Source: an optimization exercise on an open RTL-to-GDS flow (aim: a short achievable clock period and few clock cycles per item). Production flows keep margins and buffers that such runs may drop.
The RTL was checked by simulation tests, not by an equivalence proof against the original design.
No activity file was given, so power comes from the tool's default toggle rates.

==> flow/run.sh <==
#!/bin/bash
# synth_recipe.tcl (not shown) runs the flow's synth.tcl, then flattens the netlist and writes it again
# the make line also repeats each setting of config.mk as NAME=value (left out here)
make -C /OpenROAD-flow-scripts/flow DESIGN_CONFIG=/design/flow/config.mk WORK_HOME=/design/flow/orfs CLKGATE_MAP_FILE= SYNTH_SCRIPT=/design/flow/synth_recipe.tcl finish
==> flow/constraint.sdc <==
create_clock -name core_clock -period 5.0 [get_ports {clk}]
set_input_delay 1.0000 -clock core_clock [delete_from_list [all_inputs] [get_ports {clk}]]
set_output_delay 1.0000 -clock core_clock [all_outputs]
set_load 0.01 [all_outputs]
==> flow/config.mk <==
export PLATFORM = sky130hd
export DESIGN_NAME = fcpu
export DESIGN_NICKNAME = fcpu
export VERILOG_FILES = /design/flow/design.v
export SDC_FILE = /design/flow/constraint.sdc
export NUM_CORES = 4
export LEC_CHECK = 0
export ABC_CLOCK_PERIOD_IN_PS = 2400
export CAP_MARGIN = 20
export CORE_MARGIN = 2
export CORE_UTILIZATION = 40
export SETUP_SLACK_MARGIN = 2.6
export SLEW_MARGIN = 20
export TNS_END_PERCENT = 100
==> flow/design.v <==
`default_nettype none
package fcpu_pkg;
   localparam int DATA_W      = 32;
   localparam int GMEM_ADDR_W = 32;
   localparam int RSV_ID_W    = 4;
   typedef enum logic [1:0] {
      OP_LW  = 2'd0,
      OP_SW  = 2'd1,
      OP_LBU = 2'd2,
      OP_SB  = 2'd3
   } mem_op_t;
   typedef enum logic [1:0] {
      REG_CTRL   = 2'd0,
      REG_BASE   = 2'd1,
      REG_LIMIT  = 2'd2,
      REG_FAULTS = 2'd3
   } cfg_addr_t;
   localparam int CTRL_XLAT_EN_BIT = 0;
   typedef struct packed {
      logic [RSV_ID_W-1:0] rsv_id;
      mem_op_t             opcode;
      logic [DATA_W-1:0]   addr;
      logic [DATA_W-1:0]   data;
   } mem_req_t;
   typedef struct packed {
      logic [RSV_ID_W-1:0] rsv_id;
      logic [DATA_W-1:0]   data;
      logic                fault;
   } cdb_t;
   localparam int CDB_W = RSV_ID_W + DATA_W + 1;
   localparam int REQ_W = RSV_ID_W + 2 + DATA_W + DATA_W;
endpackage
`default_nettype wire
`timescale 1ns/100ps
`default_nettype none
module op_fifo #(
   parameter int  WIDTH     = 8,
   parameter int  DEPTH     = 4
) (
   input  logic     clk,
   input  logic     arst_n,
   input  logic     push,
   input  logic [WIDTH-1:0] push_data,
   output logic     full,
   input  logic     pop,
   output logic [WIDTH-1:0] pop_data,
   output logic     empty
);
   localparam int PTR_W = (DEPTH > 1) ? $clog2(DEPTH) : 1;
   localparam int CNT_W = $clog2(DEPTH + 1);
   logic [WIDTH-1:0] mem [DEPTH];
   logic [PTR_W-1:0] wr_ptr;
   logic [PTR_W-1:0] rd_ptr;
   logic [CNT_W-1:0] count;
   logic             do_push;
   logic             do_pop;
   assign full     = (count == CNT_W'(DEPTH));
   assign empty    = (count == '0);
   assign do_push  = push && !full;
   assign do_pop   = pop && !empty;
   assign pop_data = mem[rd_ptr];
   always_ff @(posedge clk) begin
      if (do_push) begin
         mem[wr_ptr] <= push_data;
      end
   end
   always_ff @(posedge clk or negedge arst_n) begin
      if (!arst_n) begin
         wr_ptr <= '0;
         rd_ptr <= '0;
         count  <= '0;
      end else begin
         if (do_push) begin
            wr_ptr <= (wr_ptr == PTR_W'(DEPTH - 1)) ? '0 : wr_ptr + 1'b1;
         end
         if (do_pop) begin
            rd_ptr <= (rd_ptr == PTR_W'(DEPTH - 1)) ? '0 : rd_ptr + 1'b1;
         end
         case ({do_push, do_pop})
            2'b10:   count <= count + 1'b1;
            2'b01:   count <= count - 1'b1;
            default: count <= count;
         endcase
      end
   end
endmodule
`default_nettype wire
`timescale 1ns/100ps
`default_nettype none
import fcpu_pkg::*;
module mmu_cfg_regs
(
   input  logic                   clk,
   input  logic                   arst_n,
   input  logic                   cfg_we,
   input  logic [1:0]             cfg_addr,
   input  logic [DATA_W-1:0]      cfg_wdata,
   input  logic                   fault_pulse,
   output logic [DATA_W-1:0]      cfg_rdata,
   output logic [GMEM_ADDR_W-1:0] seg_base,
   output logic [DATA_W-1:0]      seg_limit,
   output logic                   xlat_en,
   output logic [GMEM_ADDR_W-1:0] xlat_base
);
   logic [DATA_W-1:0] fault_cnt;
   always_ff @(posedge clk or negedge arst_n) begin
      if (!arst_n) begin
         xlat_en   <= 1'b0;
         seg_base  <= '0;
         seg_limit <= '0;
         xlat_base <= '0;
      end else if (cfg_we) begin
         case (cfg_addr)
            REG_CTRL: begin
               xlat_en   <= cfg_wdata[CTRL_XLAT_EN_BIT];
               xlat_base <= cfg_wdata[CTRL_XLAT_EN_BIT] ? seg_base : '0;
            end
            REG_BASE: begin
               seg_base  <= GMEM_ADDR_W'(cfg_wdata);
               xlat_base <= xlat_en ? GMEM_ADDR_W'(cfg_wdata) : '0;
            end
            REG_LIMIT: seg_limit <= cfg_wdata;
            default:   ;
         endcase
      end
   end
   always_ff @(posedge clk or negedge arst_n) begin
      if (!arst_n) begin
         fault_cnt <= '0;
      end else if (cfg_we && cfg_addr == REG_FAULTS) begin
         fault_cnt <= '0;
      end else if (fault_pulse && fault_cnt != '1) begin
         fault_cnt <= fault_cnt + 1'b1;
      end
   end
   always_comb begin
      cfg_rdata = '0;
      case (cfg_addr)
         REG_CTRL:   cfg_rdata[CTRL_XLAT_EN_BIT] = xlat_en;
         REG_BASE:   cfg_rdata = DATA_W'(seg_base);
         REG_LIMIT:  cfg_rdata = seg_limit;
         REG_FAULTS: cfg_rdata = fault_cnt;
         default:    cfg_rdata = '0;
      endcase
   end
endmodule
`default_nettype wire
`timescale 1ns/100ps
`default_nettype none
import fcpu_pkg::*;
module address_translator
(
   input  logic                   clk,
   input  logic                   arst_n,
   input  logic                   in_valid,
   input  fcpu_pkg::mem_req_t               in_req,
   input  logic [GMEM_ADDR_W-1:0] seg_base,
   input  logic [DATA_W-1:0]      seg_limit,
   input  logic                   xlat_en,
   input  logic                   stall,
   output logic                   out_valid,
   output fcpu_pkg::mem_req_t               out_req,
   output logic [GMEM_ADDR_W-1:0] out_paddr,
   output logic                   out_fault
);
   logic                   advance;
   logic                   is_word;
   logic                   misaligned;
   logic                   over_limit;
   logic [GMEM_ADDR_W-1:0] paddr;
   assign advance = !out_valid || !stall;
   assign is_word    = (in_req.opcode == OP_LW) || (in_req.opcode == OP_SW);
   assign misaligned = is_word && (in_req.addr[1:0] != 2'b00);
   assign over_limit = xlat_en && (in_req.addr >= seg_limit);
   assign paddr      = xlat_en ? seg_base + GMEM_ADDR_W'(in_req.addr)
                               : GMEM_ADDR_W'(in_req.addr);
   always_ff @(posedge clk or negedge arst_n) begin
      if (!arst_n) begin
         out_valid <= 1'b0;
      end else if (advance) begin
         out_valid <= in_valid;
      end
   end
   always_ff @(posedge clk) begin
      if (advance && in_valid) begin
         out_req   <= in_req;
         out_paddr <= paddr;
         out_fault <= misaligned || over_limit;
      end
   end
endmodule
`default_nettype wire
`timescale 1ns/100ps
`default_nettype none
import fcpu_pkg::*;
module memory_management_unit
#(
   parameter int QUEUE_DEPTH = 4,
   parameter int ROB_DEPTH   = 8
) (
   input  logic                   clk,
   input  logic                   arst_n,
   input  logic [RSV_ID_W-1:0]    rsv_id,
   input  logic                   valid,
   input  logic [1:0]             opcode,
   input  logic [DATA_W-1:0]      address,
   input  logic [DATA_W-1:0]      data,
   output logic                   ready,
   output logic [RSV_ID_W-1:0]    cdb_rsv_id,
   output logic [DATA_W-1:0]      cdb_data,
   output logic                   cdb_fault,
   output logic                   cdb_valid,
   input  logic                   cdb_ready,
   input  logic [GMEM_ADDR_W-1:0] seg_base,
   input  logic [DATA_W-1:0]      seg_limit,
   input  logic                   xlat_en,
   input  logic [GMEM_ADDR_W-1:0] xlat_base,
   output logic                   fault_pulse,
   output logic [GMEM_ADDR_W-1:0] araddr,
   output logic                   arvalid,
   input  logic                   arready,
   input  logic [DATA_W-1:0]      rdata,
   input  logic [1:0]             rresp,
   input  logic                   rvalid,
   output logic                   rready,
   output logic [GMEM_ADDR_W-1:0] awaddr,
   output logic                   awvalid,
   input  logic                   awready,
   output logic [DATA_W-1:0]      wdata,
   output logic [DATA_W/8-1:0]    wstrb,
   output logic                   wvalid,
   input  logic                   wready,
   input  logic [1:0]             bresp,
   input  logic                   bvalid,
   output logic                   bready
);
   localparam int BQ_D   = QUEUE_DEPTH;
   localparam int BQ_CW  = $clog2(BQ_D + 1);
   localparam int ROB_W  = $clog2(ROB_DEPTH);
   localparam int ROB_CW = $clog2(ROB_DEPTH + 1);
   localparam int BQ_W = (GMEM_ADDR_W - 2) + 4 + DATA_W + DATA_W/8 + ROB_W;
   logic                   ready_q;
   logic                   r0_v;
   logic [RSV_ID_W-1:0]    r0_rsv;
   logic                   r0_load;
   logic                   r0_lbu;
   logic                   r0_sb;
   logic [DATA_W-1:0]      r0_addr;
   logic [DATA_W-1:0]      r0_wdata;
   logic                   r0_fault;
   logic [ROB_CW-1:0]      rob_cnt;
   logic [ROB_W-1:0]       rob_head;
   logic [ROB_W-1:0]       rob_tail;
   logic [RSV_ID_W-1:0]    rob_rsv   [ROB_DEPTH];
   logic [DATA_W-1:0]      rob_data  [ROB_DEPTH];
   logic                   rob_fault [ROB_DEPTH];
   logic                   rob_done  [ROB_DEPTH];
   logic [BQ_CW-1:0]       bq_cnt;
   logic [BQ_W-1:0]        bq [BQ_D];
   logic                   fw_ld;       
   logic                   fw_st;       
   logic                   f_lbu;
   logic [1:0]             f_lane;
   logic [ROB_W-1:0]       f_idx;
   logic                   aw_done;
   logic                   w_done;
   logic                   ar_i, ar_r, ar_b;
   logic                   aw_i, aw_r, aw_b;
   logic                   w_i,  w_r,  w_b;
   logic                   c_v;
   logic [RSV_ID_W-1:0]    c_rsv;
   logic [DATA_W-1:0]      c_data;
   logic                   c_fault;
   logic                   accept;
   logic                   in_fault;
   logic                   space;
   logic                   adv;
   assign ready  = ready_q;
   assign accept = valid && ready_q;
   assign in_fault = (!opcode[1] && (address[1:0] != 2'b00)) ||
                     (xlat_en && (address >= seg_limit));
   assign space = (rob_cnt != ROB_CW'(ROB_DEPTH)) && (bq_cnt != BQ_CW'(BQ_D));
   assign adv   = r0_v && space;
   always_ff @(posedge clk) begin
      if (accept) begin
         r0_rsv   <= rsv_id;
         r0_load  <= !opcode[0];
         r0_lbu   <= (opcode == OP_LBU);
         r0_sb    <= (opcode == OP_SB);
         r0_addr  <= address;
         r0_wdata <= (opcode == OP_SB) ? {(DATA_W/8){data[7:0]}} : data;
         r0_fault <= in_fault;
      end
   end
   logic [GMEM_ADDR_W-1:0] paddr;
   logic [BQ_W-1:0]        new_op;
   logic                   bq_push;
   assign paddr = xlat_base + GMEM_ADDR_W'(r0_addr);
   assign new_op = {paddr[GMEM_ADDR_W-1:2],
                    r0_load,
                    r0_lbu,
                    paddr[1:0],
                    r0_wdata,
                    r0_sb ? (DATA_W/8)'(1) << paddr[1:0] : {(DATA_W/8){1'b1}},
                    rob_tail};
   assign bq_push = adv && !r0_fault;
   logic                   hv;
   logic [GMEM_ADDR_W-1:2] h_paddr;
   logic                   h_load;
   logic                   h_lbu;
   logic [1:0]             h_lane;
   logic [DATA_W-1:0]      h_wdata;
   logic [DATA_W/8-1:0]    h_wstrb;
   logic [ROB_W-1:0]       h_idx;
   logic                   f_wait;
   logic                   resp_now;
   logic                   start_ok;
   logic                   h_done;
   assign hv = (bq_cnt != '0);
   assign {h_paddr, h_load, h_lbu, h_lane, h_wdata, h_wstrb, h_idx} = bq[0];
   assign f_wait   = fw_ld || fw_st;
   assign resp_now = (fw_ld && rvalid) || (fw_st && bvalid);
   assign start_ok = !f_wait || resp_now;
   assign araddr  = {h_paddr, 2'b00};
   assign awaddr  = {h_paddr, 2'b00};
   assign wdata   = h_wdata;
   assign wstrb   = h_wstrb;
   assign arvalid = ar_i || (ar_r && rvalid) || (ar_b && bvalid);
   assign awvalid = aw_i || (aw_r && rvalid) || (aw_b && bvalid);
   assign wvalid  = w_i  || (w_r  && rvalid) || (w_b  && bvalid);
   assign rready  = fw_ld;
   assign bready  = fw_st;
   assign h_done = (arvalid && arready) ||
                   (hv && !h_load && start_ok && (aw_done || awready) && (w_done || wready));
   logic [BQ_CW-1:0]       bq_cnt_n;
   logic [BQ_W-1:0]        bq_n [BQ_D];
   logic                   hv_n;
   logic                   h_load_n;
   logic                   f_wait_n;
   logic                   f_load_n;
   logic                   aw_done_n;
   logic                   w_done_n;
   logic                   c_free;
   logic                   head_ready;
   logic                   bypass;
   logic                   rob_pop;
   logic [ROB_CW-1:0]      rob_cnt_n;
   logic                   r0_v_n;
   always_comb begin
      case ({bq_push, h_done})
         2'b10:   bq_cnt_n = bq_cnt + 1'b1;
         2'b01:   bq_cnt_n = bq_cnt - 1'b1;
         default: bq_cnt_n = bq_cnt;
      endcase
      for (int i = 0; i < BQ_D; i++) begin
         if (h_done) begin
            bq_n[i] = (i + 1 < BQ_D && BQ_CW'(i + 1) < bq_cnt) ? bq[(i + 1) % BQ_D] : new_op;
         end else begin
            bq_n[i] = (BQ_CW'(i) == bq_cnt) ? new_op : bq[i];
         end
      end
      hv_n      = (bq_cnt_n != '0);
      h_load_n  = bq_n[0][BQ_W - (GMEM_ADDR_W - 2) - 1];
      f_wait_n  = h_done || (f_wait && !resp_now);
      f_load_n  = h_done ? h_load : fw_ld;
      aw_done_n = !h_done && (aw_done || (awvalid && awready));
      w_done_n  = !h_done && (w_done || (wvalid && wready));
   end
   assign c_free     = !c_v || cdb_ready;
   assign head_ready = (rob_cnt != '0) && rob_done[rob_head];
   assign bypass     = resp_now && (f_idx == rob_head);
   assign rob_pop    = c_free && (head_ready || bypass);
   always_comb begin
      case ({adv, rob_pop})
         2'b10:   rob_cnt_n = rob_cnt + 1'b1;
         2'b01:   rob_cnt_n = rob_cnt - 1'b1;
         default: rob_cnt_n = rob_cnt;
      endcase
      r0_v_n = accept || (r0_v && !adv);
   end
   always_ff @(posedge clk or negedge arst_n) begin
      if (!arst_n) begin
         ready_q  <= 1'b0;
         r0_v     <= 1'b0;
         bq_cnt   <= '0;
         rob_cnt  <= '0;
         rob_head <= '0;
         rob_tail <= '0;
         fw_ld    <= 1'b0;
         fw_st    <= 1'b0;
         aw_done  <= 1'b0;
         w_done   <= 1'b0;
         ar_i     <= 1'b0;
         ar_r     <= 1'b0;
         ar_b     <= 1'b0;
         aw_i     <= 1'b0;
         aw_r     <= 1'b0;
         aw_b     <= 1'b0;
         w_i      <= 1'b0;
         w_r      <= 1'b0;
         w_b      <= 1'b0;
         c_v      <= 1'b0;
      end else begin
         ready_q  <= !r0_v_n || ((rob_cnt_n != ROB_CW'(ROB_DEPTH)) && (bq_cnt_n != BQ_CW'(BQ_D)));
         r0_v     <= r0_v_n;
         bq_cnt   <= bq_cnt_n;
         rob_cnt  <= rob_cnt_n;
         if (adv) begin
            rob_tail <= rob_tail + 1'b1;
         end
         if (rob_pop) begin
            rob_head <= rob_head + 1'b1;
         end
         fw_ld    <= f_wait_n && f_load_n;
         fw_st    <= f_wait_n && !f_load_n;
         aw_done  <= aw_done_n;
         w_done   <= w_done_n;
         ar_i     <= hv_n && h_load_n && !f_wait_n;
         ar_r     <= hv_n && h_load_n && f_wait_n && f_load_n;
         ar_b     <= hv_n && h_load_n && f_wait_n && !f_load_n;
         aw_i     <= hv_n && !h_load_n && !f_wait_n && !aw_done_n;
         aw_r     <= hv_n && !h_load_n && f_wait_n && f_load_n;
         aw_b     <= hv_n && !h_load_n && f_wait_n && !f_load_n;
         w_i      <= hv_n && !h_load_n && !f_wait_n && !w_done_n;
         w_r      <= hv_n && !h_load_n && f_wait_n && f_load_n;
         w_b      <= hv_n && !h_load_n && f_wait_n && !f_load_n;
         if (c_free) begin
            c_v <= head_ready || bypass;
         end
      end
   end
   always_ff @(posedge clk) begin
      for (int i = 0; i < BQ_D; i++) begin
         bq[i] <= bq_n[i];
      end
      if (h_done) begin
         f_lbu  <= h_lbu;
         f_lane <= h_lane;
         f_idx  <= h_idx;
      end
   end
   logic [7:0]             lane_byte;
   logic                   resp_fault;
   logic [DATA_W-1:0]      resp_data;
   assign lane_byte  = rdata[{f_lane, 3'b000} +: 8];
   assign resp_fault = fw_ld ? (rresp != 2'b00) : (bresp != 2'b00);
   assign resp_data  = (!fw_ld || rresp != 2'b00) ? '0 :
                       f_lbu ? {{(DATA_W-8){1'b0}}, lane_byte} : rdata;
   always_ff @(posedge clk) begin
      for (int i = 0; i < ROB_DEPTH; i++) begin
         if (adv && rob_tail == ROB_W'(i)) begin
            rob_rsv[i]   <= r0_rsv;
            rob_data[i]  <= '0;
            rob_fault[i] <= r0_fault;
            rob_done[i]  <= r0_fault;
         end else if (resp_now && f_idx == ROB_W'(i)) begin
            rob_data[i]  <= resp_data;
            rob_fault[i] <= resp_fault;
            rob_done[i]  <= 1'b1;
         end
      end
   end
   always_ff @(posedge clk) begin
      if (rob_pop) begin
         c_rsv <= rob_rsv[rob_head];
         if (bypass) begin
            c_data  <= resp_data;
            c_fault <= resp_fault;
         end else begin
            c_data  <= rob_data[rob_head];
            c_fault <= rob_fault[rob_head];
         end
      end
   end
   assign cdb_valid   = c_v;
   assign cdb_rsv_id  = c_rsv;
   assign cdb_data    = c_data;
   assign cdb_fault   = c_fault;
   assign fault_pulse = c_v && cdb_ready && c_fault;
endmodule
`default_nettype wire
`timescale 1ns/100ps
`default_nettype none
import fcpu_pkg::*;
module fcpu
#(
   parameter int QUEUE_DEPTH = 4
) (
   input  logic                   clk,
   input  logic                   arst_n,
   input  logic [RSV_ID_W-1:0]    rsv_id,
   input  logic                   valid,
   input  logic [1:0]             opcode,
   input  logic [DATA_W-1:0]      address,
   input  logic [DATA_W-1:0]      data,
   output logic                   ready,
   output logic [RSV_ID_W-1:0]    cdb_rsv_id,
   output logic [DATA_W-1:0]      cdb_data,
   output logic                   cdb_fault,
   output logic                   cdb_valid,
   input  logic                   cdb_ready,
   input  logic                   cfg_we,
   input  logic [1:0]             cfg_addr,
   input  logic [DATA_W-1:0]      cfg_wdata,
   output logic [DATA_W-1:0]      cfg_rdata,
   output logic [GMEM_ADDR_W-1:0] araddr,
   output logic                   arvalid,
   input  logic                   arready,
   input  logic [DATA_W-1:0]      rdata,
   input  logic [1:0]             rresp,
   input  logic                   rvalid,
   output logic                   rready,
   output logic [GMEM_ADDR_W-1:0] awaddr,
   output logic                   awvalid,
   input  logic                   awready,
   output logic [DATA_W-1:0]      wdata,
   output logic [DATA_W/8-1:0]    wstrb,
   output logic                   wvalid,
   input  logic                   wready,
   input  logic [1:0]             bresp,
   input  logic                   bvalid,
   output logic                   bready
);
   logic [GMEM_ADDR_W-1:0] seg_base;
   logic [DATA_W-1:0]      seg_limit;
   logic                   xlat_en;
   logic [GMEM_ADDR_W-1:0] xlat_base;
   logic                   fault_pulse;
   mmu_cfg_regs cfg_inst (
      .*
   );
   memory_management_unit #(
      .QUEUE_DEPTH (QUEUE_DEPTH)
   ) mmu_inst (
      .*
   );
endmodule
`default_nettype wire
==> impl_results.md, run 1 <==
- Worst EP required: 5570 ps
- Initial antenna violation count: 11
- DR vias: 30700
- Async set-reset flop share out of synthesis: 18.0%
- Clock-pin transition on the worst setup and hold timing paths: 60 ps
- Number of distinct library cells after synthesis: 80
- Hold_buf cts: 0
- First drt pass iteration count: 5
- Crit path DAT: 3980 ps
- NumNets Final: 4391
- CP Class: flip-flop to flip-flop
- Final Hold Fails: 0
- Largest net degree at the start of global routing: 82
- Share of cells above drive strength 1: 24.3%
- Sequential fraction of the synthesis area: 57.7%
- Part of the cycle the worst path needs: 68.1%
- Worst Path Buf+Inv: 3
- Synth Register Bits: 867
- Total CTS buffers: 94
- Die X: 318 um
- Setup TNS: 0 ps
- GRT Util Overall: 23.9%
- Latest clock arrival within the worst-skew pair: 700 ps
- Setup-failing EPs final: 0
- Remaining Overflow, GRT: 0
- Clk_skew: 36.8 ps
- Clock sink count: 867
- CTS tree: yes
- First-pass GRT wire length: 185 mm
- Hold Crit Class: input port to asynchronous set/reset pin
- CP max stage cell: dfrtp_2
- P_leak: 20.2 nW
- Max H-tree Level: 3
- Family with the most delay on the worst path: compound AO/OA/AOI/OAI gates
- Power density over cell area: 583 nW/um2
- Crit. End Element: flip-flop
- Status: timing/DRC/antenna clean
- Initial core utilization: 40.1%
- Row count: 115
- Slowest stage delay, CP: 420 ps
- Layout fillers: 8472
- Worst vdd ir: 358 uV
- Iteration-0 DRC count of the detailed router: 2760
- CP max FO: 4
- Fmax: 0.294 GHz
- Non-filler instance count after layout: 5524
- Commonest non-fill, non-tap cell in the layout: nand2_1
- Detailed Place HPWL: 75.5 mm
- Type of origin of the critical path: flip-flop
- Tmin final: 3400 ps
- Syn_area_per_cell: 10.5 um2
- Die Area: 101000 um2
- Area delta synth->final: 30.2%
- Final Wtd Congestion: 0.957
- Top FF cell, synth: edfxtp_1
- Vias in the first global route: 29300
- Gate Count Post-Synth: 3762
- WL final: 129 mm
- Number of buffers inserted by port buffering: 321
- Post-synth EDFFs: 454
- Placed Instances: 5096
- Slew Limit Fails: 0
- Hold WS: 338 ps
- Num ports: 326
- DRC: 0
- Root buffer cell: clkbuf_16
- Max Root-Sink Buffers: 3
- Core ar.: 98000 um2
- Most common cell on crit path: ha_4
- Synth Cell Area: 39300 um2
- Worst-margin pin slew: 912 ps
- Vias/cell: 5.55
- WL per Instance: 23.4 um
- Commonest non-fill, non-tap cells in the layout: 473 x nand2_1, 469 x nor2_1, 454 x edfxtp_1, 311 x a21oi_1, 257 x dfxtp_1
- Critical Path, Cell by Cell: inv_2 -> ha_4 -> and2_4 -> buf_12 -> a222oi_1 -> nand2_1 -> a221oi_2 -> a21oi_2 -> o21ai_4 -> clkinvlp_4 -> ha_4 -> ha_4 -> a21o_1 -> a21oi_2 -> xnor2_1 -> nand2b_1 -> xnor2_1 -> a22oi_1 -> or2_4
- Max Cap Violations: 0
- Yosys warnings: 8
- Antenna Nets Post-Route: 0
- Unrepaired setup endpoints after global routing: yes
- Die Y: 318 um
- Slew HR: 39.2%
[cells by family after synthesis]
| family | Yosys count | synth area share, % |
|---|---|---|
| mux | 187 | 5.35 |
| xor+xnor | 62 | 1.38 |
| flops | 867 | 57.7 |
| fa+ha+maj | 88 | 2.84 |
| simple gates | 1249 | 13.4 |
| compound gates | 882 | 14.3 |
| other cells | 1 | 0.00953 |
| buf+inv | 426 | 5.07 |
[flip-flops by register name (all words and copies together), names as in the netlist, 2 cells and up]
register            count
mmu_inst.r0_addr       32
mmu_inst.f_lane         2
cfg_inst.fault_cnt     32
mmu_inst.r0_rsv         4
mmu_inst.rob_head       3
mmu_inst.rob_tail       3
mmu_inst.bq           292
cfg_inst.seg_limit     32
mmu_inst.rob_data     256
mmu_inst.rob_done       8
mmu_inst.rob_cnt        4
mmu_inst.bq_cnt         3
mmu_inst.rob_rsv       32
mmu_inst.c_data        32
mmu_inst.c_rsv          4
cfg_inst.seg_base      32
mmu_inst.f_idx          3
mmu_inst.r0_wdata      32
cfg_inst.xlat_base     32
mmu_inst.rob_fault      8
[through the flow]
| step | worst slack [ps] | cell area, um2 | util [%] | total power [mW] |
|---|---|---|---|---|
| 6_report | 1600 | 51200 | 52.3 | 29.8 |
| 5_1_grt | 1440 | 51200 | 52.2 | 31.0 |
| 3_3_place_gp | 839 | 43500 | 44.4 | 19.7 |
| 3_5_place_dp | 786 | 43500 | 44.4 | 19.8 |
| 2_1_floorplan | 897 | 40100 | - | 16.5 |
| 4_1_cts | 1610 | 49300 | 50.4 | 28.5 |
[worst paths after layout]
path	start	to	slack, ps	cells past startpoint
max	mmu_inst.rob_head[0]	mmu_inst.ready_q	1600	19
min	arst_n	cfg_inst.xlat_base[6]	340	1
max reg2reg	mmu_inst.rob_head[0]	mmu_inst.ready_q	1600	19
min reg2reg	mmu_inst.bq[0][1]	mmu_inst.f_idx[1]	410	0
max in group asynchronous	arst_n	cfg_inst.seg_limit[0]	3670	2
min in group core_clock	mmu_inst.bq[0][1]	mmu_inst.f_idx[1]	410	0
[report_power, final]
group	switching (mW)	leakage, nW	internal [mW]
clock network	3.03	1.54	4.08
registers	0.906	8.38	10.2
logic	6.62	10.3	4.99
total	10.6	20.2	19.3
[per-layer routing]
metal	track usage [%]	vias up	wire, um
met3	4.15	249	9250
met1	31.2	15100	53000
met5	0	-	93
met4	8.20	16	4400
li1	-	14100	-
met2	40.3	1155	62300
[Yosys cell counts, drive strengths merged, types with 65 or more instances]
cell type,instances,area [um2]
nand2,515,1930
nor2,477,1790
edfxtp,454,13600
a21oi,342,1720
dfxtp,257,5140
o21ai,197,986
clkbuf,187,702
mux2,175,1970
dfrtp,156,3900
buf,155,977
a22o,94,823
ha,86,1080
inv,84,315
a22oi,70,526
nand3,65,325
[final cells by class]
cell class / count / area, um2 / share of cell area (%)
multi-input cells: 2477 / 16800 / 32.7
clock inverters: 38 / 385 / 0.753
clock buffers: 137 / 2770 / 5.41
well taps: 1287 / 1610 / 3.14
diodes: 5 / 12.5 / 0.0244
repair buffers: 629 / 6620 / 12.9
inverters: 84 / 340 / 0.665
flip-flops and latches: 867 / 22700 / 44.3
[what timing repair did]
action                                 in CTS  in global routing
setup buffers                             136                 68
pin swaps                                  82                 98
setup endpoints to repair                1202                694
endpoints found under the hold margin       0                  0
resized for setup                         862                223
gates cloned                               19                 25
Testbench counts, summed over its fixed seeds: cycles 3,923, items 2,400.
==> run 2: changes to the inputs <==
--- a/flow/config.mk
+++ b/flow/config.mk
@@ -9,6 +9,8 @@
 export CAP_MARGIN = 20
 export CORE_MARGIN = 2
 export CORE_UTILIZATION = 40
+export CTS_CLUSTER_DIAMETER = 100
+export CTS_CLUSTER_SIZE = 30
 export SETUP_SLACK_MARGIN = 2.6
 export SLEW_MARGIN = 20
 export TNS_END_PERCENT = 100
==> run 2 against run 1 <==
Utilization decreased by 1.4 points. Fmax shrank 2.3%. Sequential power about the same. Clock-buffer cell count fell by 80. Clock power shrank about 40%. Critical path type unchanged. Critical path depth unchanged. Flip-flop and latch count unchanged. Final cell count decreased by 1.5%. Power decreased by 9.4%. Critical endpoint unchanged. Register-to-register slack worse by 80 ps.
==> impl_results.md, run 2 <==
- Slew Limit Fails: 0 (unchanged)
- Synthesized-area fraction occupied by adder cells: 2.84% (unchanged)
- Initial antenna violation count: 13 (+2)
- Origin of the worst setup path: mmu_inst.rob_head[1]
- Slew HR: 38.3% (-0.92 points)
- Total CTS buffers: 41 (-56%)
- Status: timing/DRC/antenna clean
- P_leak: 19.4 nW (-3.8%)
- DRC: 0 (unchanged)
- GRT Util Overall: 23.2% (-0.73 points)
- Synth Cell Area: 39300 um2 (unchanged)
- Max FFs per register: 292 (unchanged)
- Num ports: 326 (unchanged)
- Number of buffers inserted by port buffering: 321 (unchanged)
- Hold WS: 398 ps (+60.8 ps)
- Area after DPL: 43500 um2 (unchanged)
- Multiplexer share of the synthesized area: 5.35% (unchanged)
- Int Power: 16.9 mW (-12%)
- Setup TNS: 0 ps (unchanged)
- Die Y: 318 um (unchanged)
- Unrepaired setup endpoints after global routing: yes
- Top cells by area, synth: edfxtp_1 35%, dfxtp_1 13%, dfrtp_1 9.9%, mux2_2 5.0%, nand2_1 4.9%
- Syn_area_per_cell: 10.5 um2 (unchanged)
- Number of distinct library cells after synthesis: 80 (unchanged)
- Share of the synthesized area in the top cell type: 34.7% (unchanged)
- DR vias: 30300 (-1.2%)
- Commonest non-fill, non-tap cell in the layout: nand2_1
- Commonest cells in the netlist: 515 x nand2_1, 477 x nor2_1, 454 x edfxtp_1
- Iteration-0 DRC count of the detailed router: 3008 (+9.0%)
- Initial core utilization: 40.1% (unchanged)
- Clock power frac: 15.9% (-7.9 points)
- WL final: 127 mm (-1.4%)
- Final Wtd Congestion: 0.957 (unchanged)
- Slowest stage delay, CP: 440 ps (+20 ps)
- Fmax: 0.287 GHz (-2.3%)
- Setup WS pre-CTS: 786 ps (unchanged)
- CP Class: flip-flop to flip-flop
- Xor/xnor share of the synthesized area: 1.38% (unchanged)
- Largest area contributor in the netlist: edfxtp_1
- Largest family of logic cells by synthesized area: compound AO/OA/AOI/OAI gates
- CP max FO: 3 (-1)
- NumNets Final: 4354 (-0.84%)
- Sequential fraction of the synthesis area: 57.7% (unchanged)
- Detailed Place HPWL: 75.5 mm (unchanged)
- Vias/cell: 5.57 (+0.38%)
- Clock-pin transition on the worst setup and hold timing paths: 110 ps (+50 ps)
- Post-route cell area: 49800 um2 (-2.8%)
- Power density over cell area: 543 nW/um2 (-6.8%)
- Area delta synth->final: 26.6%
- Type of origin of the critical path: flip-flop
- Die Area: 101000 um2 (unchanged)
- Synth Register Bits: 867 (unchanged)
- Part of the cycle the worst path needs: 69.7% (+1.6 points)
- CTS tree: yes
- Async set-reset flop share out of synthesis: 18.0% (unchanged)
- Biggest register: mmu_inst.bq
- Vias in the first global route: 28500 (-2.8%)
- Row count: 115 (unchanged)
- Max Cap Violations: 0 (unchanged)
- Final worst slack: 1520 ps (-79.9 ps)
- Most common cell on crit path: ha_4
- Placed Instances: 5096 (unchanged)
- Post-synth EDFFs: 454 (unchanged)
- CP max stage cell: dfrtp_2
- Gate Count Post-Synth: 3762 (unchanged)
- Combinational fraction of design power: 43.2% (+4.3 points)
- Count leader, synth: nand2_1
- Final Hold Fails: 0 (unchanged)
- Tmin final: 3480 ps (+79.9 ps)
- Clk_skew: 54.0 ps (+17.2 ps)
- Remaining Overflow, GRT: 0 (unchanged)
- Sw Ratio: 37.4% (+2.0 points)
- First drt pass iteration count: 6 (+1)
- Synth Area in Compound Gates: 14.3% (unchanged)
- Worst-margin pin slew: 925 ps (+13.8 ps)
- Sw Pwr: 10.1 mW (-4.2%)
- Clock sink count: 867 (unchanged)
- Non-filler instance count after layout: 5439 (-1.5%)
- Root buffer cell: clkbuf_16
- WL per Instance: 23.4 um (+0.15%)
- Max Root-Sink Buffers: 3 (unchanged)
- Leading registers by flop count: mmu_inst.bq (292), mmu_inst.rob_data (256)
- First-pass GRT wire length: 181 mm (-2.4%)
- Yosys warnings: 8 (unchanged)
- Share of cells above drive strength 1: 23.3% (-1.0 points)
- Layout fillers: 8591 (+1.4%)
- Commonest non-fill, non-tap cells in the layout: 468 x nand2_1, 467 x nor2_1, 454 x edfxtp_1, 308 x a21oi_1, 257 x dfxtp_1
- Worst vdd ir: 382 uV (+6.9%)
- Simple-gate share of the synthesized area: 13.4% (unchanged)
- Crit path DAT: 3990 ps (about the same)
- Crit. End Element: flip-flop
- RR Startpoint: mmu_inst.rob_head[1]
- Core ar.: 98000 um2 (unchanged)
- Top FF cell, synth: edfxtp_1
- Setup-failing EPs final: 0 (unchanged)
- Sequential share of power: 40.9% (+3.7 points)
- Max H-tree Level: 2 (-1)
- Critical Path, Cell by Cell: inv_2 -> ha_4 -> and2_4 -> buf_12 -> a222oi_1 -> nand2_1 -> a221oi_2 -> a21oi_2 -> o21ai_4 -> clkinvlp_4 -> ha_4 -> ha_4 -> a21o_1 -> a21oi_2 -> xnor2_1 -> nand2b_1 -> xnor2_1 -> a22oi_1 -> or2_4
- Worst EP required: 5510 ps (-60 ps)
- Latest clock arrival within the worst-skew pair: 640 ps (-60 ps)
- Die X: 318 um (unchanged)
- Hold Crit Class: input port to asynchronous set/reset pin
- Antenna Nets Post-Route: 0 (unchanged)
- Largest net degree at the start of global routing: 82 (unchanged)
## run 2: cell counts after synthesis
No cell type changed its count.
## run 2: routing by layer
layer	GRT usage, %	up-vias	wire [um]
met5	0	-	105
met4	6.30	18	3910
met3	3.45	187	8960
met2	39.5	1148	61200
met1	30.9	15000	53000
li1	-	14000	-
## run 2: metrics by stage
| stage | total power [mW] | util [%] |
|---|---|---|
| 2_1_floorplan | 16.5 | - |
| 6_report | 27.0 | 50.8 |
| 3_3_place_gp | 19.7 | 44.4 |
| 5_1_grt | 28.2 | 50.8 |
| 3_5_place_dp | 19.8 | 44.4 |
| 4_1_cts | 25.5 | 48.7 |
## run 2: what timing repair did
item	4_1_cts	5_1_grt
setup endpoints to repair	1243	620
setup buffers	143	80
cloned	16	25
hold buffers	0	0
resized for setup	779	271
pin swaps	81	125
## run 2: cell families (layout without fill, tap and decap cells)
family          Yosys count  count (layout)
simple gates           1249            1251
compound gates          882             885
flops                   867             867
buf+inv                 426             805
mux                     187             187
fa+ha+maj                88              88
xor+xnor                 62              62
other cells               1               7
## run 2: final timing paths
path / endpoint / slack, ps / cells past startpoint
setup / recovery: mmu_inst.ready_q / 1520 / 19
hold / removal: cfg_inst.xlat_base[6] / 400 / 1
setup reg to reg: mmu_inst.ready_q / 1520 / 19
hold reg to reg: mmu_inst.f_idx[1] / 430 / 0
max in group asynchronous: cfg_inst.seg_limit[26] / 3570 / 2
min in group core_clock: mmu_inst.f_idx[1] / 430 / 0
## run 2: layout make-up
class | count | area, um2 | area share [%]
Inverter | 84 | 345 | 0.694
Multi-Input combinational cell | 2477 | 16900 | 33.9
Tap cell | 1287 | 1610 | 3.23
Timing Repair Buffer | 645 | 6810 | 13.7
Clock inverter | 19 | 279 | 0.560
Sequential cell | 867 | 22700 | 45.6
Clock buffer | 57 | 1140 | 2.29
Antenna cell | 3 | 7.51 | 0.0151
## run 2: power groups by stage
stage,logic [mW],registers [mW],clock network (mW)
6_report,11.7,11.1,4.29
3_5_place_dp,8.52,11.3,0
3_3_place_gp,8.45,11.3,0
2_1_floorplan,5.58,10.9,0
5_1_grt,12.3,11.2,4.59
4_1_cts,10.1,11.0,4.37
## run 2: worst max-delay path, delay by kind of cell, from the launching register on
kind,cells,cell delay (ps)
compound gates,7,1140
buf+inv,3,340
xor+xnor,2,320
fa+ha+maj,3,560
flops,1,440
simple gates,4,600
==> run 3: changes to the inputs <==
--- a/flow/design.v
+++ b/flow/design.v
@@ -245,8 +245,15 @@
    logic                   r0_load;
    logic                   r0_lbu;
    logic                   r0_sb;
-   logic [DATA_W-1:0]      r0_addr;
+   logic [15:0]            r0_sum_lo;   
+   logic                   r0_cy_lo;    
+   logic [15:0]            r0_sum_hi0;  
+   logic [15:0]            r0_sum_hi1;  
    logic [DATA_W-1:0]      r0_wdata;
+   logic                   r0_mis;      
+   logic                   r0_hi_gt;    
+   logic                   r0_hi_eq;    
+   logic                   r0_lo_ge;    
    logic                   r0_fault;
    logic [ROB_CW-1:0]      rob_cnt;
    logic [ROB_W-1:0]       rob_head;
@@ -254,7 +261,11 @@
    logic [RSV_ID_W-1:0]    rob_rsv   [ROB_DEPTH];
    logic [DATA_W-1:0]      rob_data  [ROB_DEPTH];
    logic                   rob_fault [ROB_DEPTH];
-   logic                   rob_done  [ROB_DEPTH];
+   logic [ROB_DEPTH-1:0]   rob_done;    
+   logic [ROB_DEPTH-1:0]   head_oh;     
+   logic                   rob_full;
+   logic                   bq_full;
+   logic                   f_head;      
    logic [BQ_CW-1:0]       bq_cnt;
    logic [BQ_W-1:0]        bq [BQ_D];
    logic                   fw_ld;       
@@ -272,14 +283,13 @@
    logic [DATA_W-1:0]      c_data;
    logic                   c_fault;
    logic                   accept;
-   logic                   in_fault;
+   logic [16:0]            in_sum_lo;
    logic                   space;
    logic                   adv;
    assign ready  = ready_q;
    assign accept = valid && ready_q;
-   assign in_fault = (!opcode[1] && (address[1:0] != 2'b00)) ||
-                     (xlat_en && (address >= seg_limit));
-   assign space = (rob_cnt != ROB_CW'(ROB_DEPTH)) && (bq_cnt != BQ_CW'(BQ_D));
+   assign in_sum_lo = {1'b0, xlat_base[15:0]} + {1'b0, address[15:0]};
+   assign space = !rob_full && !bq_full;
    assign adv   = r0_v && space;
    always_ff @(posedge clk) begin
       if (accept) begin
@@ -287,15 +297,22 @@
          r0_load  <= !opcode[0];
          r0_lbu   <= (opcode == OP_LBU);
          r0_sb    <= (opcode == OP_SB);
-         r0_addr  <= address;
-         r0_wdata <= (opcode == OP_SB) ? {(DATA_W/8){data[7:0]}} : data;
-         r0_fault <= in_fault;
+         r0_sum_lo  <= in_sum_lo[15:0];
+         r0_cy_lo   <= in_sum_lo[16];
+         r0_sum_hi0 <= xlat_base[31:16] + address[31:16];
+         r0_sum_hi1 <= xlat_base[31:16] + address[31:16] + 16'd1;
+         r0_wdata   <= (opcode == OP_SB) ? {(DATA_W/8){data[7:0]}} : data;
+         r0_mis     <= !opcode[1] && (address[1:0] != 2'b00);
+         r0_hi_gt   <= xlat_en && (address[31:16] > seg_limit[31:16]);
+         r0_hi_eq   <= xlat_en && (address[31:16] == seg_limit[31:16]);
+         r0_lo_ge   <= (address[15:0] >= seg_limit[15:0]);
       end
    end
    logic [GMEM_ADDR_W-1:0] paddr;
    logic [BQ_W-1:0]        new_op;
    logic                   bq_push;
-   assign paddr = xlat_base + GMEM_ADDR_W'(r0_addr);
+   assign paddr    = {r0_cy_lo ? r0_sum_hi1 : r0_sum_hi0, r0_sum_lo};
+   assign r0_fault = r0_mis || r0_hi_gt || (r0_hi_eq && r0_lo_ge);
    assign new_op = {paddr[GMEM_ADDR_W-1:2],
                     r0_load,
                     r0_lbu,
@@ -367,16 +384,25 @@
       w_done_n  = !h_done && (w_done || (wvalid && wready));
    end
    assign c_free     = !c_v || cdb_ready;
-   assign head_ready = (rob_cnt != '0) && rob_done[rob_head];
-   assign bypass     = resp_now && (f_idx == rob_head);
+   assign head_ready = |(rob_done & head_oh);
+   assign bypass     = resp_now && f_head;
    assign rob_pop    = c_free && (head_ready || bypass);
+   logic                   rob_full_n;
+   logic                   bq_full_n;
+   logic [ROB_W-1:0]       head_p1;
+   logic                   f_head_n;
    always_comb begin
-      case ({adv, rob_pop})
-         2'b10:   rob_cnt_n = rob_cnt + 1'b1;
-         2'b01:   rob_cnt_n = rob_cnt - 1'b1;
-         default: rob_cnt_n = rob_cnt;
-      endcase
-      r0_v_n = accept || (r0_v && !adv);
+      rob_cnt_n  = rob_pop ? (adv ? rob_cnt : rob_cnt - 1'b1)
+                           : (adv ? rob_cnt + 1'b1 : rob_cnt);
+      rob_full_n = !rob_pop && (rob_full || (adv && rob_cnt == ROB_CW'(ROB_DEPTH - 1)));
+      bq_full_n  = !h_done && (bq_full || (bq_push && bq_cnt == BQ_CW'(BQ_D - 1)));
+      r0_v_n     = accept || (r0_v && !adv);
+      head_p1    = rob_head + 1'b1;
+      if (h_done) begin
+         f_head_n = rob_pop ? (h_idx == head_p1) : (h_idx == rob_head);
+      end else begin
+         f_head_n = rob_pop ? (f_idx == head_p1) : (f_idx == rob_head);
+      end
    end
    always_ff @(posedge clk or negedge arst_n) begin
       if (!arst_n) begin
@@ -385,6 +411,11 @@
          bq_cnt   <= '0;
          rob_cnt  <= '0;
          rob_head <= '0;
+         head_oh  <= ROB_DEPTH'(1);
+         rob_full <= 1'b0;
+         bq_full  <= 1'b0;
+         f_head   <= 1'b0;
+         rob_done <= '0;
          rob_tail <= '0;
          fw_ld    <= 1'b0;
          fw_st    <= 1'b0;
@@ -401,7 +432,10 @@
          w_b      <= 1'b0;
          c_v      <= 1'b0;
       end else begin
-         ready_q  <= !r0_v_n || ((rob_cnt_n != ROB_CW'(ROB_DEPTH)) && (bq_cnt_n != BQ_CW'(BQ_D)));
+         ready_q  <= !r0_v_n || (!rob_full_n && !bq_full_n);
+         rob_full <= rob_full_n;
+         bq_full  <= bq_full_n;
+         f_head   <= f_head_n;
          r0_v     <= r0_v_n;
          bq_cnt   <= bq_cnt_n;
          rob_cnt  <= rob_cnt_n;
@@ -409,7 +443,17 @@
             rob_tail <= rob_tail + 1'b1;
          end
          if (rob_pop) begin
-            rob_head <= rob_head + 1'b1;
+            rob_head <= head_p1;
+            head_oh  <= {head_oh[ROB_DEPTH-2:0], head_oh[ROB_DEPTH-1]};
+         end
+         for (int i = 0; i < ROB_DEPTH; i++) begin
+            if (adv && rob_tail == ROB_W'(i)) begin
+               rob_done[i] <= r0_fault;
+            end else if (rob_pop && head_oh[i]) begin
+               rob_done[i] <= 1'b0;
+            end else if (resp_now && f_idx == ROB_W'(i)) begin
+               rob_done[i] <= 1'b1;
+            end
          end
          fw_ld    <= f_wait_n && f_load_n;
          fw_st    <= f_wait_n && !f_load_n;
@@ -452,23 +496,34 @@
             rob_rsv[i]   <= r0_rsv;
             rob_data[i]  <= '0;
             rob_fault[i] <= r0_fault;
-            rob_done[i]  <= r0_fault;
          end else if (resp_now && f_idx == ROB_W'(i)) begin
             rob_data[i]  <= resp_data;
             rob_fault[i] <= resp_fault;
-            rob_done[i]  <= 1'b1;
          end
       end
    end
+   logic [RSV_ID_W-1:0]    hd_rsv;
+   logic [DATA_W-1:0]      hd_data;
+   logic                   hd_fault;
+   always_comb begin
+      hd_rsv   = '0;
+      hd_data  = '0;
+      hd_fault = 1'b0;
+      for (int i = 0; i < ROB_DEPTH; i++) begin
+         hd_rsv   = hd_rsv   | (rob_rsv[i]  & {RSV_ID_W{head_oh[i]}});
+         hd_data  = hd_data  | (rob_data[i] & {DATA_W{head_oh[i]}});
+         hd_fault = hd_fault | (rob_fault[i] & head_oh[i]);
+      end
+   end
    always_ff @(posedge clk) begin
       if (rob_pop) begin
-         c_rsv <= rob_rsv[rob_head];
+         c_rsv <= hd_rsv;
          if (bypass) begin
             c_data  <= resp_data;
             c_fault <= resp_fault;
          end else begin
-            c_data  <= rob_data[rob_head];
-            c_fault <= rob_fault[rob_head];
+            c_data  <= hd_data;
+            c_fault <= hd_fault;
          end
       end
    end
--- a/flow/config.mk
+++ b/flow/config.mk
@@ -8,9 +8,7 @@
 export ABC_CLOCK_PERIOD_IN_PS = 2400
 export CAP_MARGIN = 20
 export CORE_MARGIN = 2
-export CORE_UTILIZATION = 40
-export CTS_CLUSTER_DIAMETER = 100
-export CTS_CLUSTER_SIZE = 30
+export CORE_UTILIZATION = 60
 export SETUP_SLACK_MARGIN = 2.6
 export SLEW_MARGIN = 20
 export TNS_END_PERCENT = 100
==> run 3 against run 2 <==
Sequential share of layout area rose by 1.2 points. Clock skew shrank 38 ps. Die area decreased by 32%. Utilization grew 26 points. Combinational power fell by about 70%. Synthesized cell count increased by 1.6%. Flip-flop and latch count increased by 31. Area after synthesis is 1.7% higher. Final area rose by 0.96%. Final cell count decreased by 6.0%. Critical path type is now input port to flip-flop. Largest power group is now registers. Highest routed layer is now met4.
==> impl_results.md, run 3 <==
- Status: timing/DRC/antenna clean
- Top FF cell, synth: edfxtp_1
- Antenna Nets Post-Route: 0 (unchanged)
- Remaining Overflow, GRT: 0 (unchanged)
- GR Util met1: 45.2% (+14 points)
- NumNets Final: 4406 (+1.2%)
- Max FFs per register: 292 (unchanged)
- Power density over cell area: 388 nW/um2 (-29%)
- Syn_area_per_cell: 10.5 um2 (about the same)
- Crit. End Element: flip-flop
- Yosys warnings: 7 (-1)
- Share of the synthesized area in the top cell type: 35.0% (+0.33 points)
- Met3 usage: 5.34% (+1.9 points)
- Commonest non-fill, non-tap cells in the layout: 518 x nor2_1, 466 x edfxtp_1, 456 x nand2_1, 316 x a21oi_1, 257 x dfxtp_1
- Max H-tree Level: 3 (+1)
- GRT Util Overall: 32.9% (+9.7 points)
- Reg-to-reg slack, setup: 2110 ps (+590 ps)
- Async set-reset flop share out of synthesis: 19.5% (+1.5 points)
- Type of origin of the critical path: input port
- Slew HR: 33.6% (-4.7 points)
- Tmin final: 2920 ps (-561 ps)
- Clock sink count: 898 (+3.6%)
- Final Wtd Congestion: 0.926 (-3.2%)
- Core ar.: 65900 um2 (-33%)
- RR Startpoint: cfg_inst.xlat_base[16]
- Sequential fraction of the synthesis area: 58.8% (+1.1 points)
- Worst reg2reg endpoint: mmu_inst.r0_sum_hi1[14]
- Post-synth EDFFs: 466 (+2.6%)
- Root buffer cell: clkbuf_16
- Synthesized-area fraction occupied by adder cells: 2.68% (-0.15 points)
- DR vias: 31700 (+4.8%)
- Initial core utilization: 60.7% (+21 points)
- CP Class: input port to flip-flop
- Initial antenna violation count: 1 (-12)
- Worst EP required: 5380 ps (-130 ps)
- Synth Register Bits: 898 (+3.6%)
- Part of the cycle the worst path needs: 58.4% (-11 points)
- First-pass GRT wire length: 174 mm (-4.0%)
- Final Hold Fails: 0 (unchanged)
- Largest family of logic cells by synthesized area: compound AO/OA/AOI/OAI gates
- WL final: 122 mm (-3.9%)
- Num ports: 326 (unchanged)
- Fmax: 0.342 GHz (+19%)
- Die Y: 262 um (-17%)
- Xor/xnor share of the synthesized area: 1.64% (+0.26 points)
- Unrepaired setup endpoints after global routing: yes
- Biggest register: mmu_inst.bq
- Row count: 94 (-18%)
- Worst-margin pin slew: 990 ps (+64.4 ps)
- Max Cap Violations: 0 (unchanged)
- Detailed Place HPWL: 68.9 mm (-8.8%)
- GRT busiest layer: met2
- Count leader, synth: nor2_1
- Die Area: 68700 um2 (-32%)
- Setup-failing EPs final: 0 (unchanged)
- WL per Instance: 23.9 um (+2.2%)
- Total CTS buffers: 91 (+120%)
- Number of distinct library cells after synthesis: 76 (-5.0%)
- Max Root-Sink Buffers: 3 (unchanged)
- Commonest cells in the netlist: 547 x nor2_1, 502 x nand2_1, 466 x edfxtp_1
- Share of cells above drive strength 1: 21.3% (-2.1 points)
- Final worst slack: 2080 ps (+561 ps)
- Synth Area in Compound Gates: 14.2% (-0.15 points)
- Number of buffers inserted by port buffering: 321 (unchanged)
- Top cells by area, synth: edfxtp_1 35%, dfxtp_1 13%, dfrtp_1 11%, nor2_1 5.1%, nand2_1 4.7%
- Synth Cell Area: 40000 um2 (+1.7%)
- P_leak: 20.3 nW (+4.3%)
- Area delta synth->final: 25.7%
- Worst vdd ir: 322 uV (-16%)
- Iteration-0 DRC count of the detailed router: 3473 (+15%)
- Vias in the first global route: 29900 (+4.8%)
- Clock-pin transition on the worst setup and hold timing paths: 60 ps (-50 ps)
- Hold Crit Class: input port to asynchronous set/reset pin
- First drt pass iteration count: 7 (+1)
- Die X: 262 um (-17%)
- Worst Reg2Reg Path Length in Cells: 11 (-8)
- Crit path DAT: 3310 ps (-680 ps)
- Final Util: 76.3% (+26 points)
- Slew Limit Fails: 0 (unchanged)
- Largest net degree at the start of global routing: 91 (+11%)
- Simple-gate share of the synthesized area: 13.1% (-0.22 points)
- Clk_skew: 16.1 ps (-37.9 ps)
- Setup WS pre-CTS: 789 ps (+2.43 ps)
- Leading registers by flop count: mmu_inst.bq (292), mmu_inst.rob_data (256)
- CP max FO: 3 (unchanged)
- Latest clock arrival within the worst-skew pair: 640 ps (about the same)
- DRC: 0 (unchanged)
- Vias/cell: 6.21 (+11%)
- Commonest non-fill, non-tap cell in the layout: nor2_1
- Gate Count Post-Synth: 3824 (+1.6%)
- Multiplexer share of the synthesized area: 4.38% (-0.97 points)
- Setup TNS: 0 ps (unchanged)
- M2 GR Usage: 53.9% (+14 points)
- CTS tree: yes
- Largest area contributor in the netlist: edfxtp_1
-- run 3: cell types whose count changed after synthesis, sizes merged, moves of 24 or more --
cell    before  now
nand3       65   35
a22oi       70  182
o21ai      197  144
inv         84  108
mux2       175  126
a222oi      38    0
a21oi      342  373
nor2       477  547
-- run 3: cell type report --
class / instances / area (um2)
clock buffer: 130 / 2650
antenna: 2 / 5.00
fill: 4282 / 15600
clock inverter: 38 / 349
timing repair buffer: 557 / 5640
multi-input combinational: 2507 / 16500
inverter: 116 / 504
sequential: 898 / 23500
tap: 864 / 1080
timing repair inverter: 1 / 6.26
-- run 3: power by group --
part	switching [mW]	total (mW)	internal (mW)
Combinational	1.91	3.51	1.60
Sequential	0.479	9.12	8.64
Clock	2.87	6.86	4.00
-- run 3: cell families after synthesis --
kind of cell    after synthesis
flops                       898
xor+xnor                     72
mux                         158
simple gates               1261
compound gates              908
buf+inv                     442
other cells                   1
fa+ha+maj                    84
-- run 3: how the worst max path moves through the flow --
stage                                      start                       to  slack, ps  cells past startpoint
after floorplan                      address[16]  mmu_inst.r0_sum_hi1[14]       1530                     11
after global placement               address[16]  mmu_inst.r0_sum_hi1[14]        800                     12
after detailed placement             address[16]  mmu_inst.r0_sum_hi1[14]        790                     12
after CTS                            cfg_addr[0]            cfg_rdata[27]       2090                      6
after global routing      cfg_inst.xlat_base[16]  mmu_inst.r0_sum_hi1[14]       2030                     11
final                                address[16]  mmu_inst.r0_sum_hi1[14]       2080                     12
-- run 3: through the flow --
| step | hold slack (ps) | cells | area, um2 | power [mW] |
|---|---|---|---|---|
| after floorplan | 400 | 3827 | 41000 | 11.2 |
| after global placement | 413 | 4742 | 43900 | 12.3 |
| after detailed placement | 413 | 4743 | 43900 | 12.4 |
| after CTS | 427 | 5004 | 48400 | 19.2 |
| after global routing | 439 | 5111 | 50300 | 20.1 |
| final | 408 | 5113 | 50300 | 19.5 |
-- run 3: repair_timing --
item,in CTS,in global routing
hold buffers,0,0
pin swaps,68,68
setup buffers,79,77
gates resized for setup,609,238
gates cloned,14,30
setup endpoints to repair,1219,830
-- run 3: critical path, cell delays in order --
cell      delay, ps
buf_6            90
ha_4            140
inv_2            30
fa_2            330
nand2b_4        170
a2111o_1        450
a21oi_2         120
nand3b_4        150
nand2_4          60
or4b_4          500
nand2b_4        160
xnor2_1         110
-- run 3: metal layers --
metal | share of wire (%) | routed length [um] | vias to the layer above
li1 | - | - | 14100
met1 | 39 | 47400 | 15400
met2 | 47 | 57800 | 1786
met3 | 10 | 12600 | 374
met4 | 3.6 | 4460 | 0
met5 | 0 | 0 | -
Testbench counts of run 3, summed over its fixed seeds: cycles 3,923, items 2,400.
==> run 4: changes to the inputs <==
==> flow/flow/run.sh (new file) <==
#!/bin/bash
set -euo pipefail
here=$(pwd)
export PRE_IO_PLACEMENT_TCL="$here/flow/io_groups.tcl"
bash standard.sh > "$here/standard_flow.log" 2>&1
==> flow/flow/io_groups.tcl (new file) <==
# cfg_addr selects cfg_rdata combinationally
set_io_pin_constraint -group -order -pin_names {cfg_rdata[0] cfg_rdata[1] cfg_rdata[2] cfg_rdata[3] cfg_rdata[4] cfg_rdata[5] cfg_rdata[6] cfg_rdata[7] cfg_rdata[8] cfg_rdata[9] cfg_rdata[10] cfg_rdata[11] cfg_rdata[12] cfg_rdata[13] cfg_rdata[14] cfg_rdata[15] cfg_addr[0] cfg_addr[1] cfg_rdata[16] cfg_rdata[17] cfg_rdata[18] cfg_rdata[19] cfg_rdata[20] cfg_rdata[21] cfg_rdata[22] cfg_rdata[23] cfg_rdata[24] cfg_rdata[25] cfg_rdata[26] cfg_rdata[27] cfg_rdata[28] cfg_rdata[29] cfg_rdata[30] cfg_rdata[31]}
# the response valids start the next transaction in the same cycle
set_io_pin_constraint -group -order -pin_names {arready arvalid rvalid bvalid awvalid wvalid awready wready rready bready}
# each address bit drives both address ports from one register
set_io_pin_constraint -group -order -pin_names {araddr[2] awaddr[2] araddr[3] awaddr[3] araddr[4] awaddr[4] araddr[5] awaddr[5] araddr[6] awaddr[6] araddr[7] awaddr[7] araddr[8] awaddr[8] araddr[9] awaddr[9] araddr[10] awaddr[10] araddr[11] awaddr[11] araddr[12] awaddr[12] araddr[13] awaddr[13] araddr[14] awaddr[14] araddr[15] awaddr[15] araddr[16] awaddr[16] araddr[17] awaddr[17] araddr[18] awaddr[18] araddr[19] awaddr[19] araddr[20] awaddr[20] araddr[21] awaddr[21] araddr[22] awaddr[22] araddr[23] awaddr[23] araddr[24] awaddr[24] araddr[25] awaddr[25] araddr[26] awaddr[26] araddr[27] awaddr[27] araddr[28] awaddr[28] araddr[29] awaddr[29] araddr[30] awaddr[30] araddr[31] awaddr[31]}
==> flow/standard.sh (new file) <==
#!/bin/bash
# synth_recipe.tcl (not shown) runs the flow's synth.tcl, then flattens the netlist and writes it again
# the make line also repeats each setting of config.mk as NAME=value (left out here)
make -C /OpenROAD-flow-scripts/flow DESIGN_CONFIG=/design/flow/config.mk WORK_HOME=/design/flow/orfs CLKGATE_MAP_FILE= SYNTH_SCRIPT=/design/flow/synth_recipe.tcl "${@:-finish}"
removed: flow/run.sh
==> run 4 against run 3 <==
Final cell count decreased by 0.35%. Combinational power up 2%. Via count rose by 0.19%. Synthesized cell count stayed put. Final area up 0.30%. Area after synthesis stayed put. Worst setup slack got worse by 43 ps. Sequential power about the same. Non-clock buffer count is 3 lower. Routed wire length shrank 0.24%. Largest cell class unchanged. Critical path depth decreased by 2.
==> impl_results.md, run 4 <==
- P_leak: 20.4 nW (+0.39%)
- Fmax: 0.337 GHz (-1.5%)
- Yosys warnings: 7 (unchanged)
- Final Wtd Congestion: 0.963 (+4.0%)
- Origin of the worst setup path: address[17]
- Max Cap Violations: 0 (unchanged)
- Type of origin of the critical path: input port
- Count leader, synth: nor2_1
- Die X: 262 um (unchanged)
- Total CTS buffers: 91 (unchanged)
- Hold_buf cts: 0 (unchanged)
- Initial antenna violation count: 0 (-1)
- Final Util: 76.5% (+0.23 points)
- Gate Count Post-Synth: 3824 (unchanged)
- Slew HR: 34.9% (+1.3 points)
- Unrepaired setup endpoints after global routing: yes
- NumNets Final: 4389 (-0.39%)
- Share of the synthesized area in the top cell type: 35.0% (unchanged)
- RR Startpoint: cfg_inst.xlat_base[16]
- Largest net degree at the start of global routing: 82 (-9.9%)
- Share of cells above drive strength 1: 21.5% (+0.25 points)
- GRT Util Overall: 33.8% (+0.97 points)
- Synth Cell Area: 40000 um2 (unchanged)
- Final Hold Fails: 0 (unchanged)
- CTS tree: yes
- Hold WS: 428 ps (+19.5 ps)
- Commonest cells in the netlist: 547 x nor2_1, 502 x nand2_1, 466 x edfxtp_1
- Antenna Nets Post-Route: 0 (unchanged)
- Final worst slack: 2040 ps (-43.0 ps)
- Clock-pin transition on the worst setup and hold timing paths: 60 ps (about the same)
- Biggest register: mmu_inst.bq
- First-pass GRT wire length: 178 mm (+2.5%)
- Slew Limit Fails: 0 (unchanged)
- Async set-reset flop share out of synthesis: 19.5% (unchanged)
- Commonest non-fill, non-tap cells in the layout: 525 x nor2_1, 466 x edfxtp_1, 450 x nand2_1, 314 x a21oi_1, 257 x dfxtp_1
- Syn_area_per_cell: 10.5 um2 (unchanged)
- Status: timing/DRC/antenna clean
- First drt pass iteration count: 6 (-1)
- Worst reg2reg endpoint: mmu_inst.r0_sum_hi1[14]
- Max FFs per register: 292 (unchanged)
- Detailed Place HPWL: 69.4 mm (+0.76%)
- Sequential fraction of the synthesis area: 58.8% (unchanged)
- Crit. End Element: flip-flop
- WL per Instance: 23.9 um (+0.11%)
- Setup TNS: 0 ps (unchanged)
- Core ar.: 65900 um2 (unchanged)
- Setup-failing EPs final: 0 (unchanged)
- Max Root-Sink Buffers: 3 (unchanged)
- Crit path DAT: 3360 ps (+50 ps)
- Largest area contributor in the netlist: edfxtp_1
- Die Area: 68700 um2 (unchanged)
- Top cells by area, synth: edfxtp_1 35%, dfxtp_1 13%, dfrtp_1 11%, nor2_1 5.1%, nand2_1 4.7%
- Total power: 19.9 mW (+2.0%)
- Power density over cell area: 394 nW/um2 (+1.7%)
- Part of the cycle the worst path needs: 59.3% (+0.86 points)
- Synth Register Bits: 898 (unchanged)
- Worst-margin pin slew: 971 ps (-18.7 ps)
- Leading registers by flop count: mmu_inst.bq (292), mmu_inst.rob_data (256)
- CP Class: input port to flip-flop
- CP max FO: 3 (unchanged)
- WL final: 122 mm (-0.24%)
- N_diodes: 0 (-2)
- Area delta synth->final: 26.1%
- Latest clock arrival within the worst-skew pair: 650 ps (about the same)
- DR vias: 31800 (+0.19%)
- DRC: 0 (unchanged)
- Worst Reg2Reg Path Length in Cells: 11 (unchanged)
- Die Y: 262 um (unchanged)
- Initial core utilization: 60.7% (unchanged)
- Number of buffers inserted by port buffering: 321 (unchanged)
- Vias/cell: 6.24 (+0.54%)
- Remaining Overflow, GRT: 0 (unchanged)
- Commonest non-fill, non-tap cell in the layout: nor2_1
- Post-synth EDFFs: 466 (unchanged)
- Worst EP required: 5400 ps (+20 ps)
- Max H-tree Level: 3 (unchanged)
- Iteration-0 DRC count of the detailed router: 3564 (+2.6%)
- Clock sink count: 898 (unchanged)
- Num ports: 326 (unchanged)
- Reg-to-reg slack, setup: 2100 ps (about the same)
- Vias in the first global route: 30500 (+2.2%)
- Critical path endpoint: mmu_inst.r0_sum_hi1[14]
- Root buffer cell: clkbuf_16
- Worst vdd ir: 364 uV (+13%)
- Hold Crit Class: input port to asynchronous set/reset pin
- Number of distinct library cells after synthesis: 76 (unchanged)
- Row count: 94 (unchanged)
- Tmin final: 2960 ps (+43.0 ps)
- Setup WS pre-CTS: 783 ps (-5.82 ps)
- Clk_skew: 28.7 ps (+12.6 ps)
- Top FF cell, synth: edfxtp_1
[run 4: changes by cell type in the layout (fill, tap and decap cells not counted), moves of 8 or more]
cell             change
nand2_2              +8
buf_4               -13
clkdlybuf4s15_1     +14
o21ai_2              +9
dlygate4sd2_1       -11
[run 4: worst max-delay path: stages]
cell and delay (ps):
buf_4 140, ha_1 340, a21oi_1 330, o22ai_2 170, o41ai_4 360, xnor2_4 180, nand2_4 70, or4b_4 500
nand2b_4 160, xnor2_1 110
[run 4: stage by stage]
step	instances	area [um2]
after detailed placement	4742	43900
after global routing	5095	50400
final	5095	50400
after floorplan	3827	41000
after CTS	5017	48900
after global placement	4742	43900
[run 4: logic make-up (layout without fill, tap and decap cells)]
family | Yosys count | after routing | synth area share, %
adder cells (fa/ha/maj) | 84 | 84 | 2.68
flip-flops | 898 | 898 | 58.8
XOR/XNOR | 72 | 72 | 1.64
multiplexers | 158 | 158 | 4.38
AND/OR/NAND/NOR | 1261 | 1267 | 13.1
buffers and inverters | 442 | 840 | 5.16
AO/OA/AOI/OAI | 908 | 908 | 14.2
other | 1 | 4 | 0.00938
[run 4: metal layers]
metal / part of all wire [%] / global-route usage [%] / vias to the layer above
met5: 0 / 0 / -
met4: 4.0 / 13.2 / 0
met3: 9.5 / 5.47 / 326
met2: 48 / 55.1 / 1869
met1: 39 / 45.7 / 15500
li1: - / - / 14100
[run 4: worst min-delay path by stage]
stage	start	end	slack (ps)	cells after the start
after floorplan	mmu_inst.bq[0][39]	mmu_inst.f_lane[0]	400	0
after global placement	mmu_inst.bq[0][0]	mmu_inst.f_idx[0]	440	0
after detailed placement	mmu_inst.bq[0][0]	mmu_inst.f_idx[0]	430	0
after CTS	arst_n	cfg_inst.seg_base[1]	430	1
after global routing	arst_n	cfg_inst.seg_limit[2]	470	1
final	arst_n	cfg_inst.seg_base[1]	430	1
[run 4: area by class of cell]
| type | instances | area, um2 |
|---|---|---|
| Sequential cell | 898 | 23500 |
| Timing Repair Buffer | 554 | 5720 |
| Timing Repair inverter | 1 | 8.76 |
| Clock inverter | 52 | 626 |
| Fill cell | 4181 | 15400 |
| Multi-Input combinational cell | 2493 | 16400 |
| Tap cell | 864 | 1080 |
| Clock buffer | 117 | 2540 |
| Inverter | 116 | 509 |
[run 4: what timing repair did]
action,in CTS,in global routing
endpoints found under the setup margin,1142,775
resized for setup,663,208
setup buffers,87,62
gates cloned,19,16
pin swaps,78,113
[run 4: report_power, final]
group / internal [mW] / switching (mW) / leakage (nW)
registers: 8.64 / 0.488 / 8.60
clock network: 4.27 / 2.91 / 1.56
logic: 1.61 / 1.96 / 10.2
total: 14.5 / 5.36 / 20.4

==> static timing again, ports no longer ideal <==
In the flow no input, the clock included, has a driving cell. The finished layouts below were timed again as built, in two steps.
Step 1 assumes that a clkbuf_16 drives the clock port and a buf_2 every other input.
Step 2, shift: input delay + t, output delay - t, t = (earliest + latest rising clock arrival at the registers) / 2. This alone moves slack from input paths to output paths.
Slacks: ideal ports / drivers / drivers and shift; pairs: ideal ports / drivers.
run	t, ns	slack for setup (ns)	latest minus earliest clock arrival (ns)
run 1	0.742	1.597 / 1.597 / 1.277	0.037 / 0.037
run 2	0.682	1.517 / 1.517 / 1.361	0.059 / 0.060
run 3	0.696	2.078 / 1.934 / 1.411	0.017 / 0.017
run 4	0.701	2.035 / 2.016 / 1.377	0.033 / 0.033
After both steps every run listed still meets setup and hold. The setup slack of run 3, which loses most, moves by -0.144 ns with the drivers and by -0.667 ns with both steps.
